Source: an optimization exercise on an open RTL-to-GDS flow (aim: small area). Production flows keep margins and buffers that such runs may drop. RTL that was checked went through simulation tests only; none was proved equivalent to the original. Power and IR drop assume default switching activity.

==> trial 41: inputs <==
// nipcb_top
module nipcb_top #(
	parameter int unsigned ADDR_BASE = 0
) (
	input logic HCLK,
	input logic HRESETn,
	input logic HSEL,
	input logic [7:0] HADDR,
	input logic [1:0] HTRANS,
	input logic [2:0] HSIZE,
	input logic HWRITE,
	input logic [31:0] HWDATA,
	input logic HREADY,
	output logic [31:0] HRDATA,
	output logic HREADYOUT,
	output logic HRESP,
	output logic [19:0] stim_out
);
==> flow/config.mk <==
export PLATFORM = sky130hd
export DESIGN_NAME = nipcb_top
export DESIGN_NICKNAME = nipcb_top
export VERILOG_FILES = /design/flow/design.v
export SDC_FILE = /design/flow/constraint.sdc
export NUM_CORES = 4
export LEC_CHECK = 0
export CAP_MARGIN = 5
export CORE_MARGIN = 2
export CORE_UTILIZATION = 65
export SLEW_MARGIN = 5
==> flow/constraint.sdc <==
create_clock -name core_clock -period 6.0 [get_ports {HCLK}]
set_input_delay 1.2000 -clock core_clock [delete_from_list [all_inputs] [get_ports {HCLK}]]
set_output_delay 1.2000 -clock core_clock [all_outputs]
set_load 0.01 [all_outputs]
standard.sh (not shown) runs the stock make flow with config.mk's settings and CLKGATE_MAP_FILE= SYNTH_SCRIPT=/design/flow/synth_recipe.tcl, a recipe that flattens the netlist after the stock synthesis.
==> flow/flow/run.sh <==
#!/bin/bash
# Standard ORFS layout with three changes to how the layout is made:
#  - synthesis maps the combinational logic with an area-oriented ABC script (flow/area.abc,
#    two rounds of rewriting and area mapping);
#    the registers, their names and cell types are those of the standard synthesis,
#  - ports are buffered with the smallest buffer,
#  - clock tree built from clkbuf_8 buffers, each driving a cluster of up to 16 registers,
#    and no dummy loads.
set -euo pipefail
work=$(pwd)
abc_script=$work/flow/area.abc

# The standard flow's synthesis script, with ABC pointed at the area script
{
	printf 'proc abc {args} {\n'
	printf '  set i [lsearch -exact $args -script]\n'
	printf '  if {$i >= 0} { lset args [expr {$i + 1}] %s }\n' "$abc_script"
	printf '  yosys abc {*}$args\n'
	printf '}\n'
	cat synth_recipe.tcl
} > area_synth.tcl

export BUFFER_PORTS_ARGS="-buffer_cell sky130_fd_sc_hd__buf_1"
export CTS_ARGS="-sink_clustering_enable -repair_clock_nets -dont_use_dummy_load -buf_list sky130_fd_sc_hd__clkbuf_8 -sink_clustering_size 16 -sink_clustering_max_diameter 50"

bash standard.sh SYNTH_SCRIPT="$work/area_synth.tcl" finish > "$work/flow.log" 2>&1
==> flow/flow/area.abc <==
strash
balance -l; resub -K 6 -l; rewrite -l; resub -K 6 -N 2 -l; refactor -l; resub -K 8 -l; balance -l; resub -K 8 -N 2 -l; rewrite -l; resub -K 10 -l; rewrite -z -l; resub -K 10 -N 2 -l; balance -l; resub -K 12 -l; refactor -z -l; resub -K 12 -N 2 -l; rewrite -z -l; balance -l
&get -n
&st
&dch
&nf -R 1000
&put
strash
balance -l; resub -K 6 -l; rewrite -l; resub -K 6 -N 2 -l; refactor -l; resub -K 8 -l; balance -l; resub -K 8 -N 2 -l; rewrite -l; resub -K 10 -l; rewrite -z -l; resub -K 10 -N 2 -l; balance -l; resub -K 12 -l; refactor -z -l; resub -K 12 -N 2 -l; rewrite -z -l; balance -l
&get -n
&st
&dch
&nf -R 1000
&put
topo
==> trial 30: changes against trial 41 <==
--- a/flow/design.v
+++ b/flow/design.v
@@ -178,25 +178,24 @@
 		if (state[2]) begin
 			stim_out[19:16] = 4'b0001 << q_ch;
 			stim_out[15:0] = state[1] ? q_magh : q_magl;
 		end
 	end
 	always_comb begin
-		logic rd_flags, rd_conf, rd_ch, rd_high, rd_low, rd_delay, rd_stall, rd_count, rd_magh, rd_magl;
-		rd_flags = dp_read && dp_idx == 4'd1;
-		rd_conf = dp_read && sel_conf;
-		rd_ch = dp_read && sel_ch;
-		rd_high = dp_read && sel_high;
-		rd_low = dp_read && sel_low;
-		rd_delay = dp_read && sel_delay;
-		rd_stall = dp_read && sel_stall;
-		rd_count = dp_read && sel_count;
-		rd_magh = dp_read && sel_magh;
-		rd_magl = dp_read && sel_magl;
-		HRDATA = ({32{rd_high}} & cyc_high) | ({32{rd_low}} & cyc_low) |
-			({32{rd_delay}} & cyc_delay) | ({32{rd_stall}} & cyc_stall) |
-			({32{rd_count}} & cyc_count) |
-			({32{rd_magh}} & {16'd0, mag_high}) | ({32{rd_magl}} & {16'd0, mag_low}) |
-			({32{rd_ch}} & {30'd0, ch_sel}) | ({32{rd_conf}} & {31'd0, conf}) |
-			({32{rd_flags}} & {31'd0, running});
+		HRDATA = 32'd0;
+		if (dp_read) begin
+			case (dp_idx)
+				4'd1: HRDATA[0] = running;
+				4'd2: HRDATA[0] = conf;
+				4'd3: HRDATA[1:0] = ch_sel;
+				4'd4: HRDATA = cyc_high;
+				4'd5: HRDATA = cyc_low;
+				4'd6: HRDATA = cyc_delay;
+				4'd7: HRDATA = cyc_stall;
+				4'd8: HRDATA = cyc_count;
+				4'd9: HRDATA[15:0] = mag_high;
+				4'd10: HRDATA[15:0] = mag_low;
+				default: HRDATA = 32'd0;
+			endcase
+		end
 	end
 endmodule
--- a/flow/flow/run.sh
+++ b/flow/flow/run.sh
@@ -1,14 +1,12 @@
 #!/bin/bash
 # Standard ORFS layout with three changes to how the layout is made:
-#  - synthesis maps the combinational logic with an area-oriented ABC script (flow/area.abc,
-#    two rounds of rewriting and area mapping);
+#  - synthesis maps the combinational logic with an area-oriented ABC script (flow/area.abc);
 #    the registers, their names and cell types are those of the standard synthesis,
 #  - ports are buffered with the smallest buffer,
-#  - clock tree built from clkbuf_8 buffers, each driving a cluster of up to 16 registers,
-#    and no dummy loads.
+#  - clock tree built with mid-size buffers and no dummy loads.
 set -euo pipefail
 work=$(pwd)
 abc_script=$work/flow/area.abc
 
 # The standard flow's synthesis script, with ABC pointed at the area script
 {
==> flow/config.mk (replaced) <==
export PLATFORM = sky130hd
export DESIGN_NAME = nipcb_top
export DESIGN_NICKNAME = nipcb_top
export VERILOG_FILES = /design/flow/design.v
export SDC_FILE = /design/flow/constraint.sdc
export NUM_CORES = 4
export LEC_CHECK = 0
export CAP_MARGIN = 20
export CORE_MARGIN = 2
export CORE_UTILIZATION = 65
export SLEW_MARGIN = 20
==> trial 78: changes against trial 41 <==
==> flow/flow/run.sh (replaced) <==
#!/bin/bash
# Standard ORFS layout with three changes to how the layout is made:
#  - synthesis maps the combinational logic with an area-oriented ABC script (flow/area.abc,
#    a timed deep resynthesis pass, then two rounds of rewriting and area mapping);
#    the registers, their names and cell types are those of the standard synthesis,
#  - ports are buffered with the smallest buffer,
#  - clock tree built from clkbuf_8 buffers, each driving a cluster of up to 16 registers,
#    and no dummy loads.
set -euo pipefail
work=$(pwd)
abc_script=$work/flow/area.abc

# The standard flow's synthesis script, with ABC pointed at the area script
{
	printf 'proc abc {args} {\n'
	printf '  set i [lsearch -exact $args -script]\n'
	printf '  if {$i >= 0} { lset args [expr {$i + 1}] %s }\n' "$abc_script"
	printf '  yosys abc {*}$args\n'
	printf '}\n'
	cat synth_recipe.tcl
} > area_synth.tcl

export BUFFER_PORTS_ARGS="-buffer_cell sky130_fd_sc_hd__buf_1"
export CTS_ARGS="-sink_clustering_enable -repair_clock_nets -dont_use_dummy_load -buf_list sky130_fd_sc_hd__clkbuf_16 -sink_clustering_size 28 -sink_clustering_max_diameter 45"

bash standard.sh SYNTH_SCRIPT="$work/area_synth.tcl" finish > "$work/flow.log" 2>&1
--- a/flow/flow/area.abc
+++ b/flow/flow/area.abc
@@ -1,7 +1,10 @@
 strash
+&get -n
+&deepsyn -T 60
+&put
 balance -l; resub -K 6 -l; rewrite -l; resub -K 6 -N 2 -l; refactor -l; resub -K 8 -l; balance -l; resub -K 8 -N 2 -l; rewrite -l; resub -K 10 -l; rewrite -z -l; resub -K 10 -N 2 -l; balance -l; resub -K 12 -l; refactor -z -l; resub -K 12 -N 2 -l; rewrite -z -l; balance -l
 &get -n
 &st
 &dch
 &nf -R 1000
 &put
==> summary of the runs <==
In trial 41 the hold slack is higher than in trial 78, by 0.0050 ns.
Synthesized cell count: trial 41 is higher than trial 78 (6.8%).
Between trial 78 and trial 30, the lower final cell count is in trial 78 (gap 5.5%, measured against trial 30).
Core utilization: trial 78 > trial 30 > trial 41.
The lowest maximum frequency belongs to trial 41, the highest to trial 78.
Between trial 30 and trial 41, the lower critical path depth is in trial 30 (gap 4).
In trial 41 the cell area is lower than in trial 78, by 0.29%.

---

==> run A <==
nipcb_top, a different RTL version from the one above (not shown whole).
export LEC_CHECK = 0
export CAP_MARGIN = 5
export CORE_MARGIN = 2
export CORE_UTILIZATION = 65
export SLEW_MARGIN = 5
create_clock -name core_clock -period 6.0 [get_ports {HCLK}]
==> flow/flow/run.sh <==
#!/bin/bash
# Standard ORFS layout with three changes to how the layout is made:
#  - synthesis maps the combinational logic with an area-oriented ABC script (flow/area.abc,
#    two rounds of rewriting and area mapping within 30% of the best delay);
#    the registers, their names and cell types are those of the standard synthesis,
#  - ports are buffered with the smallest buffer,
#  - clock tree built from clkbuf_16 buffers, each driving a cluster of up to 24 registers,
#    and no dummy loads.
set -euo pipefail
work=$(pwd)
abc_script=$work/flow/area.abc

# The standard flow's synthesis script, with ABC pointed at the area script
{
	printf 'proc abc {args} {\n'
	printf '  set i [lsearch -exact $args -script]\n'
	printf '  if {$i >= 0} { lset args [expr {$i + 1}] %s }\n' "$abc_script"
	printf '  yosys abc {*}$args\n'
	printf '}\n'
	cat synth_recipe.tcl
} > area_synth.tcl

export BUFFER_PORTS_ARGS="-buffer_cell sky130_fd_sc_hd__buf_1"
export CTS_ARGS="-sink_clustering_enable -repair_clock_nets -dont_use_dummy_load -buf_list sky130_fd_sc_hd__clkbuf_16 -sink_clustering_size 24 -sink_clustering_max_diameter 60"

bash standard.sh SYNTH_SCRIPT="$work/area_synth.tcl" finish > "$work/flow.log" 2>&1
==> flow/flow/area.abc <==
strash
balance -l; resub -K 6 -l; rewrite -l; resub -K 6 -N 2 -l; refactor -l; resub -K 8 -l; balance -l; resub -K 8 -N 2 -l; rewrite -l; resub -K 10 -l; rewrite -z -l; resub -K 10 -N 2 -l; balance -l; resub -K 12 -l; refactor -z -l; resub -K 12 -N 2 -l; rewrite -z -l; balance -l
&get -n
&st
&dch
&nf -R 30
&put
strash
balance -l; resub -K 6 -l; rewrite -l; resub -K 6 -N 2 -l; refactor -l; resub -K 8 -l; balance -l; resub -K 8 -N 2 -l; rewrite -l; resub -K 10 -l; rewrite -z -l; resub -K 10 -N 2 -l; balance -l; resub -K 12 -l; refactor -z -l; resub -K 12 -N 2 -l; rewrite -z -l; balance -l
&get -n
&st
&dch
&nf -R 30
&put
topo
==> inputs of run Y, as changes to run A <==
--- a/flow/design.v
+++ b/flow/design.v
@@ -105,20 +105,16 @@
 	localparam logic [2:0] ST_LOW = 3'b100;
 	logic [2:0] state;
 	logic running;
 	logic stim_start;
 	logic [31:0] cnt;
 	logic [31:0] pulses;
 	logic cnt_last;
 	logic pulse_last;
-	logic pulse_last_q;
-	logic [31:0] dec_out;
-	logic [31:0] pulses_d;
-	logic [31:0] qh_d;
 	logic [1:0] q_ch;
 	logic [31:0] q_high, q_low, q_stall;
 	logic [15:0] q_magh, q_magl;
 	assign running = state[2] || state[0];
 	always_ff @(posedge HCLK) begin
 		if (!HRESETn) begin
 			stim_start <= 1'b0;
 		end else begin
@@ -130,44 +126,38 @@
 			q_ch <= ch_sel;
 			q_low <= cyc_low;
 			q_stall <= cyc_stall;
 			q_magh <= mag_high;
 			q_magl <= mag_low;
 		end
 	end
 	assign cnt_last = cnt[31:1] == 31'd0;
-	assign pulse_last = pulse_last_q;
+	assign pulse_last = pulses[31:1] == 31'd0;
+	logic [31:0] qh_d;
 	assign qh_d = running ? q_high : cyc_high;
 	always_ff @(posedge HCLK) q_high <= qh_d;
-	assign dec_out = (cnt_last ? pulses : cnt) - 1'b1;
 	always_ff @(posedge HCLK) begin
 		if (running && !cnt_last) begin
-			cnt <= dec_out;
+			cnt <= cnt - 1'b1;
 		end else begin
 			case (state)
 				ST_IDLE: cnt <= (cyc_delay != 32'd0) ? cyc_delay : qh_d;
 				ST_HIGH: cnt <= q_low;
 				ST_LOW: cnt <= (q_stall != 32'd0) ? q_stall : qh_d;
 				default: cnt <= qh_d;
 			endcase
 		end
 	end
-	always_comb begin
+	always_ff @(posedge HCLK) begin
 		if (!running) begin
-			pulses_d = cyc_count;
+			pulses <= cyc_count;
 		end else if (cnt_last && (state == ST_STALL || (state == ST_LOW && q_stall == 32'd0))) begin
-			pulses_d = dec_out;
-		end else begin
-			pulses_d = pulses;
+			pulses <= pulses - 1'b1;
 		end
-	end
-	always_ff @(posedge HCLK) begin
-		pulses <= pulses_d;
-		pulse_last_q <= pulses_d[31:1] == 31'd0;
 	end
 	always_ff @(posedge HCLK) begin
 		if (!HRESETn) begin
 			state <= ST_IDLE;
 		end else if (!running) begin
 			if (stim_start) state <= (cyc_delay != 32'd0) ? ST_DELAY : ST_HIGH;
 		end else if (cnt_last) begin
 			case (state)
@@ -184,27 +174,26 @@
 	always_comb begin
 		stim_out = 20'd0;
 		if (state[2]) begin
 			stim_out[19:16] = 4'b0001 << q_ch;
 			stim_out[15:0] = state[1] ? q_magh : q_magl;
 		end
 	end
 	always_comb begin
-		logic rd_flags, rd_conf, rd_ch, rd_high, rd_low, rd_delay, rd_stall, rd_count, rd_magh, rd_magl;
-		rd_flags = dp_read && dp_idx == 4'd1;
-		rd_conf = dp_read && sel_conf;
-		rd_ch = dp_read && sel_ch;
-		rd_high = dp_read && sel_high;
-		rd_low = dp_read && sel_low;
-		rd_delay = dp_read && sel_delay;
-		rd_stall = dp_read && sel_stall;
-		rd_count = dp_read && sel_count;
-		rd_magh = dp_read && sel_magh;
-		rd_magl = dp_read && sel_magl;
-		HRDATA = ({32{rd_high}} & cyc_high) | ({32{rd_low}} & cyc_low) |
-			({32{rd_delay}} & cyc_delay) | ({32{rd_stall}} & cyc_stall) |
-			({32{rd_count}} & cyc_count) |
-			({32{rd_magh}} & {16'd0, mag_high}) | ({32{rd_magl}} & {16'd0, mag_low}) |
-			({32{rd_ch}} & {30'd0, ch_sel}) | ({32{rd_conf}} & {31'd0, conf}) |
-			({32{rd_flags}} & {31'd0, running});
+		HRDATA = 32'd0;
+		if (dp_read) begin
+			case (dp_idx)
+				4'd1: HRDATA[0] = running;
+				4'd2: HRDATA[0] = conf;
+				4'd3: HRDATA[1:0] = ch_sel;
+				4'd4: HRDATA = cyc_high;
+				4'd5: HRDATA = cyc_low;
+				4'd6: HRDATA = cyc_delay;
+				4'd7: HRDATA = cyc_stall;
+				4'd8: HRDATA = cyc_count;
+				4'd9: HRDATA[15:0] = mag_high;
+				4'd10: HRDATA[15:0] = mag_low;
+				default: HRDATA = 32'd0;
+			endcase
+		end
 	end
 endmodule
==> flow/flow/run.sh (replaced) <==
#!/bin/bash
# Standard ORFS layout with three changes to how the layout is made:
#  - synthesis maps the combinational logic with an area-oriented ABC script (flow/area.abc);
#    the registers, their names and cell types are those of the standard synthesis,
#  - ports are buffered with the smallest buffer,
#  - clock tree built with mid-size buffers and no dummy loads.
set -euo pipefail
work=$(pwd)
abc_script=$work/flow/area.abc

# The standard flow's synthesis script, with ABC pointed at the area script
{
	printf 'proc abc {args} {\n'
	printf '  set i [lsearch -exact $args -script]\n'
	printf '  if {$i >= 0} { lset args [expr {$i + 1}] %s }\n' "$abc_script"
	printf '  yosys abc {*}$args\n'
	printf '}\n'
	cat synth_recipe.tcl
} > area_synth.tcl

export BUFFER_PORTS_ARGS="-buffer_cell sky130_fd_sc_hd__buf_1"
export CTS_ARGS="-sink_clustering_enable -repair_clock_nets -dont_use_dummy_load -buf_list sky130_fd_sc_hd__clkbuf_8 -sink_clustering_size 24 -sink_clustering_max_diameter 60"

bash standard.sh SYNTH_SCRIPT="$work/area_synth.tcl" finish > "$work/flow.log" 2>&1
==> flow/flow/area.abc (replaced) <==
strash
balance -l; resub -K 6 -l; rewrite -l; resub -K 6 -N 2 -l; refactor -l; resub -K 8 -l; balance -l; resub -K 8 -N 2 -l; rewrite -l; resub -K 10 -l; rewrite -z -l; resub -K 10 -N 2 -l; balance -l; resub -K 12 -l; refactor -z -l; resub -K 12 -N 2 -l; rewrite -z -l; balance -l
&get -n
&st
&dch
&nf -R 1000
&put
strash
balance -l; resub -K 6 -l; rewrite -l; resub -K 6 -N 2 -l; refactor -l; resub -K 8 -l; balance -l; resub -K 8 -N 2 -l; rewrite -l; resub -K 10 -l; rewrite -z -l; resub -K 10 -N 2 -l; balance -l; resub -K 12 -l; refactor -z -l; resub -K 12 -N 2 -l; rewrite -z -l; balance -l
&get -n
&st
&dch
&nf -R 1000
&put
topo
CAP_MARGIN = 20   (was 5)
CORE_UTILIZATION = 40   (was 65)
SLEW_MARGIN = 20   (was 5)
==> inputs of run P, as changes to run A <==
--- a/flow/design.v
+++ b/flow/design.v
@@ -105,20 +105,16 @@
 	localparam logic [2:0] ST_LOW = 3'b100;
 	logic [2:0] state;
 	logic running;
 	logic stim_start;
 	logic [31:0] cnt;
 	logic [31:0] pulses;
 	logic cnt_last;
 	logic pulse_last;
-	logic pulse_last_q;
-	logic [31:0] dec_out;
-	logic [31:0] pulses_d;
-	logic [31:0] qh_d;
 	logic [1:0] q_ch;
 	logic [31:0] q_high, q_low, q_stall;
 	logic [15:0] q_magh, q_magl;
 	assign running = state[2] || state[0];
 	always_ff @(posedge HCLK) begin
 		if (!HRESETn) begin
 			stim_start <= 1'b0;
 		end else begin
@@ -130,44 +126,40 @@
 			q_ch <= ch_sel;
 			q_low <= cyc_low;
 			q_stall <= cyc_stall;
 			q_magh <= mag_high;
 			q_magl <= mag_low;
 		end
 	end
 	assign cnt_last = cnt[31:1] == 31'd0;
-	assign pulse_last = pulse_last_q;
+	assign pulse_last = pulses[31:1] == 31'd0;
+	logic [31:0] qh_d;
 	assign qh_d = running ? q_high : cyc_high;
 	always_ff @(posedge HCLK) q_high <= qh_d;
+	logic [31:0] dec_out;
 	assign dec_out = (cnt_last ? pulses : cnt) - 1'b1;
 	always_ff @(posedge HCLK) begin
 		if (running && !cnt_last) begin
 			cnt <= dec_out;
 		end else begin
 			case (state)
 				ST_IDLE: cnt <= (cyc_delay != 32'd0) ? cyc_delay : qh_d;
 				ST_HIGH: cnt <= q_low;
 				ST_LOW: cnt <= (q_stall != 32'd0) ? q_stall : qh_d;
 				default: cnt <= qh_d;
 			endcase
 		end
 	end
-	always_comb begin
+	always_ff @(posedge HCLK) begin
 		if (!running) begin
-			pulses_d = cyc_count;
+			pulses <= cyc_count;
 		end else if (cnt_last && (state == ST_STALL || (state == ST_LOW && q_stall == 32'd0))) begin
-			pulses_d = dec_out;
-		end else begin
-			pulses_d = pulses;
-		end
-	end
-	always_ff @(posedge HCLK) begin
-		pulses <= pulses_d;
-		pulse_last_q <= pulses_d[31:1] == 31'd0;
+			pulses <= dec_out;
+		end
 	end
 	always_ff @(posedge HCLK) begin
 		if (!HRESETn) begin
 			state <= ST_IDLE;
 		end else if (!running) begin
 			if (stim_start) state <= (cyc_delay != 32'd0) ? ST_DELAY : ST_HIGH;
 		end else if (cnt_last) begin
 			case (state)
@@ -184,27 +176,26 @@
 	always_comb begin
 		stim_out = 20'd0;
 		if (state[2]) begin
 			stim_out[19:16] = 4'b0001 << q_ch;
 			stim_out[15:0] = state[1] ? q_magh : q_magl;
 		end
 	end
 	always_comb begin
-		logic rd_flags, rd_conf, rd_ch, rd_high, rd_low, rd_delay, rd_stall, rd_count, rd_magh, rd_magl;
-		rd_flags = dp_read && dp_idx == 4'd1;
-		rd_conf = dp_read && sel_conf;
-		rd_ch = dp_read && sel_ch;
-		rd_high = dp_read && sel_high;
-		rd_low = dp_read && sel_low;
-		rd_delay = dp_read && sel_delay;
-		rd_stall = dp_read && sel_stall;
-		rd_count = dp_read && sel_count;
-		rd_magh = dp_read && sel_magh;
-		rd_magl = dp_read && sel_magl;
-		HRDATA = ({32{rd_high}} & cyc_high) | ({32{rd_low}} & cyc_low) |
-			({32{rd_delay}} & cyc_delay) | ({32{rd_stall}} & cyc_stall) |
-			({32{rd_count}} & cyc_count) |
-			({32{rd_magh}} & {16'd0, mag_high}) | ({32{rd_magl}} & {16'd0, mag_low}) |
-			({32{rd_ch}} & {30'd0, ch_sel}) | ({32{rd_conf}} & {31'd0, conf}) |
-			({32{rd_flags}} & {31'd0, running});
+		HRDATA = 32'd0;
+		if (dp_read) begin
+			case (dp_idx)
+				4'd1: HRDATA[0] = running;
+				4'd2: HRDATA[0] = conf;
+				4'd3: HRDATA[1:0] = ch_sel;
+				4'd4: HRDATA = cyc_high;
+				4'd5: HRDATA = cyc_low;
+				4'd6: HRDATA = cyc_delay;
+				4'd7: HRDATA = cyc_stall;
+				4'd8: HRDATA = cyc_count;
+				4'd9: HRDATA[15:0] = mag_high;
+				4'd10: HRDATA[15:0] = mag_low;
+				default: HRDATA = 32'd0;
+			endcase
+		end
 	end
 endmodule
==> flow/flow/run.sh (replaced) <==
#!/bin/bash
# Standard ORFS layout with three changes to how the layout is made:
#  - synthesis maps the combinational logic with an area-oriented ABC script (flow/area.abc);
#    the registers, their names and cell types are those of the standard synthesis,
#  - ports are buffered with the smallest buffer,
#  - clock tree built with mid-size buffers and no dummy loads.
set -euo pipefail
work=$(pwd)
abc_script=$work/flow/area.abc

# The standard flow's synthesis script, with ABC pointed at the area script
{
	printf 'proc abc {args} {\n'
	printf '  set i [lsearch -exact $args -script]\n'
	printf '  if {$i >= 0} { lset args [expr {$i + 1}] %s }\n' "$abc_script"
	printf '  yosys abc {*}$args\n'
	printf '}\n'
	cat synth_recipe.tcl
} > area_synth.tcl

export BUFFER_PORTS_ARGS="-buffer_cell sky130_fd_sc_hd__buf_1"
export CTS_ARGS="-sink_clustering_enable -repair_clock_nets -dont_use_dummy_load -buf_list sky130_fd_sc_hd__clkbuf_8 -sink_clustering_size 16 -sink_clustering_max_diameter 50"

bash standard.sh SYNTH_SCRIPT="$work/area_synth.tcl" finish > "$work/flow.log" 2>&1
==> flow/flow/area.abc (replaced) <==
strash
balance -l; resub -K 6 -l; rewrite -l; resub -K 6 -N 2 -l; refactor -l; resub -K 8 -l; balance -l; resub -K 8 -N 2 -l; rewrite -l; resub -K 10 -l; rewrite -z -l; resub -K 10 -N 2 -l; balance -l; resub -K 12 -l; refactor -z -l; resub -K 12 -N 2 -l; rewrite -z -l; balance -l
&get -n
&st
&dch
&nf -R 1000
&put
strash
balance -l; resub -K 6 -l; rewrite -l; resub -K 6 -N 2 -l; refactor -l; resub -K 8 -l; balance -l; resub -K 8 -N 2 -l; rewrite -l; resub -K 10 -l; rewrite -z -l; resub -K 10 -N 2 -l; balance -l; resub -K 12 -l; refactor -z -l; resub -K 12 -N 2 -l; rewrite -z -l; balance -l
&get -n
&st
&dch
&nf -R 1000
&put
topo
==> inputs of run X, as changes to run A <==
--- a/flow/design.v
+++ b/flow/design.v
@@ -29,19 +29,26 @@
 	logic bad;
 	logic [3:0] strb;
 	logic dp_read;
 	logic dp_write;
 	logic err_first;
 	logic err_second;
 	logic [3:0] dp_idx;
 	logic [3:0] dp_strb;
+	logic [31:0] addr_ext;
+	logic [31:0] offset;
+	logic [3:0] idx;
+	logic in_range;
 	assign accept = HSEL && HTRANS[1] && HREADY;
-	assign bad = (HADDR >= 8'd44) || HSIZE[2] || (HSIZE[1] && HSIZE[0]) ||
-		(HWRITE && HADDR[5:2] == 4'd1);
+	assign addr_ext = 32'(HADDR);
+	assign offset = addr_ext - ADDR_BASE;
+	assign idx = offset[5:2];
+	assign in_range = (addr_ext >= ADDR_BASE) && (addr_ext < ADDR_BASE + 44);
+	assign bad = !in_range || HSIZE[2] || (HSIZE[1] && HSIZE[0]) || (HWRITE && idx == 4'd1);
 	always_comb begin
 		case (HSIZE[1:0])
 			2'b00: strb = 4'b0001 << HADDR[1:0];
 			2'b01: strb = HADDR[1] ? 4'b1100 : 4'b0011;
 			default: strb = 4'b1111;
 		endcase
 	end
 	always_ff @(posedge HCLK) begin
@@ -53,17 +60,17 @@
 		end else begin
 			dp_read <= accept && !bad && !HWRITE;
 			dp_write <= accept && !bad && HWRITE;
 			err_first <= accept && bad;
 			err_second <= err_first;
 		end
 	end
 	always_ff @(posedge HCLK) begin
-		dp_idx <= HADDR[5:2];
+		dp_idx <= idx;
 		dp_strb <= strb;
 	end
 	assign HREADYOUT = !err_first;
 	assign HRESP = err_first || err_second;
 	logic conf;
 	logic [1:0] ch_sel;
 	logic [31:0] cyc_high, cyc_low, cyc_delay, cyc_stall, cyc_count;
 	logic [15:0] mag_high, mag_low;
@@ -105,20 +112,16 @@
 	localparam logic [2:0] ST_LOW = 3'b100;
 	logic [2:0] state;
 	logic running;
 	logic stim_start;
 	logic [31:0] cnt;
 	logic [31:0] pulses;
 	logic cnt_last;
 	logic pulse_last;
-	logic pulse_last_q;
-	logic [31:0] dec_out;
-	logic [31:0] pulses_d;
-	logic [31:0] qh_d;
 	logic [1:0] q_ch;
 	logic [31:0] q_high, q_low, q_stall;
 	logic [15:0] q_magh, q_magl;
 	assign running = state[2] || state[0];
 	always_ff @(posedge HCLK) begin
 		if (!HRESETn) begin
 			stim_start <= 1'b0;
 		end else begin
@@ -130,44 +133,40 @@
 			q_ch <= ch_sel;
 			q_low <= cyc_low;
 			q_stall <= cyc_stall;
 			q_magh <= mag_high;
 			q_magl <= mag_low;
 		end
 	end
 	assign cnt_last = cnt[31:1] == 31'd0;
-	assign pulse_last = pulse_last_q;
+	assign pulse_last = pulses[31:1] == 31'd0;
+	logic [31:0] qh_d;
 	assign qh_d = running ? q_high : cyc_high;
 	always_ff @(posedge HCLK) q_high <= qh_d;
+	logic [31:0] dec_out;
 	assign dec_out = (cnt_last ? pulses : cnt) - 1'b1;
 	always_ff @(posedge HCLK) begin
 		if (running && !cnt_last) begin
 			cnt <= dec_out;
 		end else begin
 			case (state)
 				ST_IDLE: cnt <= (cyc_delay != 32'd0) ? cyc_delay : qh_d;
 				ST_HIGH: cnt <= q_low;
 				ST_LOW: cnt <= (q_stall != 32'd0) ? q_stall : qh_d;
 				default: cnt <= qh_d;
 			endcase
 		end
 	end
-	always_comb begin
+	always_ff @(posedge HCLK) begin
 		if (!running) begin
-			pulses_d = cyc_count;
+			pulses <= cyc_count;
 		end else if (cnt_last && (state == ST_STALL || (state == ST_LOW && q_stall == 32'd0))) begin
-			pulses_d = dec_out;
-		end else begin
-			pulses_d = pulses;
-		end
-	end
-	always_ff @(posedge HCLK) begin
-		pulses <= pulses_d;
-		pulse_last_q <= pulses_d[31:1] == 31'd0;
+			pulses <= dec_out;
+		end
 	end
 	always_ff @(posedge HCLK) begin
 		if (!HRESETn) begin
 			state <= ST_IDLE;
 		end else if (!running) begin
 			if (stim_start) state <= (cyc_delay != 32'd0) ? ST_DELAY : ST_HIGH;
 		end else if (cnt_last) begin
 			case (state)
==> flow/flow/run.sh (replaced) <==
#!/bin/bash
# Standard ORFS layout with three changes to how the layout is made:
#  - synthesis maps the combinational logic with an area-oriented ABC script (flow/area.abc,
#    a timed deep resynthesis pass, then two rounds of rewriting and area mapping);
#    the registers, their names and cell types are those of the standard synthesis,
#  - ports are buffered with the smallest buffer,
#  - clock tree built from clkbuf_8 buffers, each driving a cluster of up to 16 registers,
#    and no dummy loads.
set -euo pipefail
work=$(pwd)
abc_script=$work/flow/area.abc

# The standard flow's synthesis script, with ABC pointed at the area script
{
	printf 'proc abc {args} {\n'
	printf '  set i [lsearch -exact $args -script]\n'
	printf '  if {$i >= 0} { lset args [expr {$i + 1}] %s }\n' "$abc_script"
	printf '  yosys abc {*}$args\n'
	printf '}\n'
	cat synth_recipe.tcl
} > area_synth.tcl

export BUFFER_PORTS_ARGS="-buffer_cell sky130_fd_sc_hd__buf_1"
export CTS_ARGS="-sink_clustering_enable -repair_clock_nets -dont_use_dummy_load -buf_list sky130_fd_sc_hd__clkbuf_8 -sink_clustering_size 16 -sink_clustering_max_diameter 100"

bash standard.sh SYNTH_SCRIPT="$work/area_synth.tcl" finish > "$work/flow.log" 2>&1
==> flow/flow/area.abc (replaced) <==
strash
&get -n
&deepsyn -T 60
&put
balance -l; resub -K 6 -l; rewrite -l; resub -K 6 -N 2 -l; refactor -l; resub -K 8 -l; balance -l; resub -K 8 -N 2 -l; rewrite -l; resub -K 10 -l; rewrite -z -l; resub -K 10 -N 2 -l; balance -l; resub -K 12 -l; refactor -z -l; resub -K 12 -N 2 -l; rewrite -z -l; balance -l
&get -n
&st
&dch
&nf -R 1000
&put
strash
balance -l; resub -K 6 -l; rewrite -l; resub -K 6 -N 2 -l; refactor -l; resub -K 8 -l; balance -l; resub -K 8 -N 2 -l; rewrite -l; resub -K 10 -l; rewrite -z -l; resub -K 10 -N 2 -l; balance -l; resub -K 12 -l; refactor -z -l; resub -K 12 -N 2 -l; rewrite -z -l; balance -l
&get -n
&st
&dch
&nf -R 1000
&put
topo
CAP_MARGIN = 0   (was 5)
CORE_UTILIZATION = 50   (was 65)
SLEW_MARGIN = 0   (was 5)
==> summary of the runs <==
- Core utilization: run Y < run X < run P < run A.
- Sequential cell count: run X is lower than run A (1).
- Of run P and run Y, run Y has the higher synthesized area (gap 0.69%, measured against run Y).
- Routed wire length, highest first: run Y, run A, run X, run P.
- Clock skew, lowest first: run A, run X, run P, run Y.
==> figures <==
| metric | run P | run A | run X | run Y |
|---|---|---|---|---|
| Worst setup path class | register to register | register to register | register to register | register to output pin |
| Post-placement cell area | 0.0168 mm2 | 0.0166 mm2 | 0.0165 mm2 | 0.0172 mm2 |
| Headroom to the max-slew limit | 13.6% | 7.14% | 20.7% | 21.1% |
| Die outline area | 0.0255 mm2 | 0.0251 mm2 | 0.0323 mm2 | 0.0413 mm2 |
| First-pass iteration count of the detailed router | 8 | 8 | 9 | 7 |
| Initial antenna violation count | 0 | 0 | 2 | 0 |
| Number of library cell types mapped by synthesis | 43 | 40 | 36 | 37 |
| Final RePlAce weighted congestion | 0.902 | 0.916 | 0.870 | 0.836 |
| Worst IR Drop VDD | 301 uV | 277 uV | 195 uV | 182 uV |
| Number of buffers created by CTS | 36 | 25 | 29 | 30 |
| CTS clock-pin slew for the worst setup and hold paths | 0.10 ns | 0.09 ns | 0.10 ns | 0.11 ns |
| Result of the run | no timing/DRC/antenna violations | no timing/DRC/antenna violations | no timing/DRC/antenna violations | no timing/DRC/antenna violations |
The RTL of run Y was laid out without a check of its function.

## separate check: timing with driven ports
The results above use ideal ports. As a check the final layouts listed here were re-extracted and re-timed, cells and wires unchanged.
Step 1: set_driving_cell puts a clkbuf_16 on HCLK and a buf_2 on each other input, an assumption about the parent block.
Step 2 moves the port delays by t, midway between the first and last clock arrival at a register: inputs arrive t later, outputs are due t later. That takes back most of the time a late clock gives input paths.
a / b / c = ideal / step 1 / step 2; a / b = the first two.
run	t (ns)	setup WS [ns]	clock arrival spread, ns	slew at the worst register clock pin (ns)	worst slew at a driven data input, ns
trial 41	0.588	0.328 / 0.328 / 0.328	0.053 / 0.054	0.10 / 0.10	0.07
trial 30	0.585	0.348 / 0.348 / 0.348	0.058 / 0.057	0.10 / 0.10	0.04
trial 78	0.552	0.515 / 0.515 / 0.515	0.065 / 0.065	0.08 / 0.08	0.04
run A	0.587	0.234 / 0.234 / 0.234	0.040 / 0.041	0.09 / 0.09	0.05
run Y	0.658	1.210 / 1.163 / 1.464	0.080 / 0.080	0.12 / 0.12	0.11
run P	0.583	0.286 / 0.286 / 0.286	0.060 / 0.060	0.10 / 0.10	0.03
run X	0.637	0.635 / 0.635 / 0.635	0.053 / 0.053	0.11 / 0.11	0.03
After both steps every run listed still meets setup and hold.
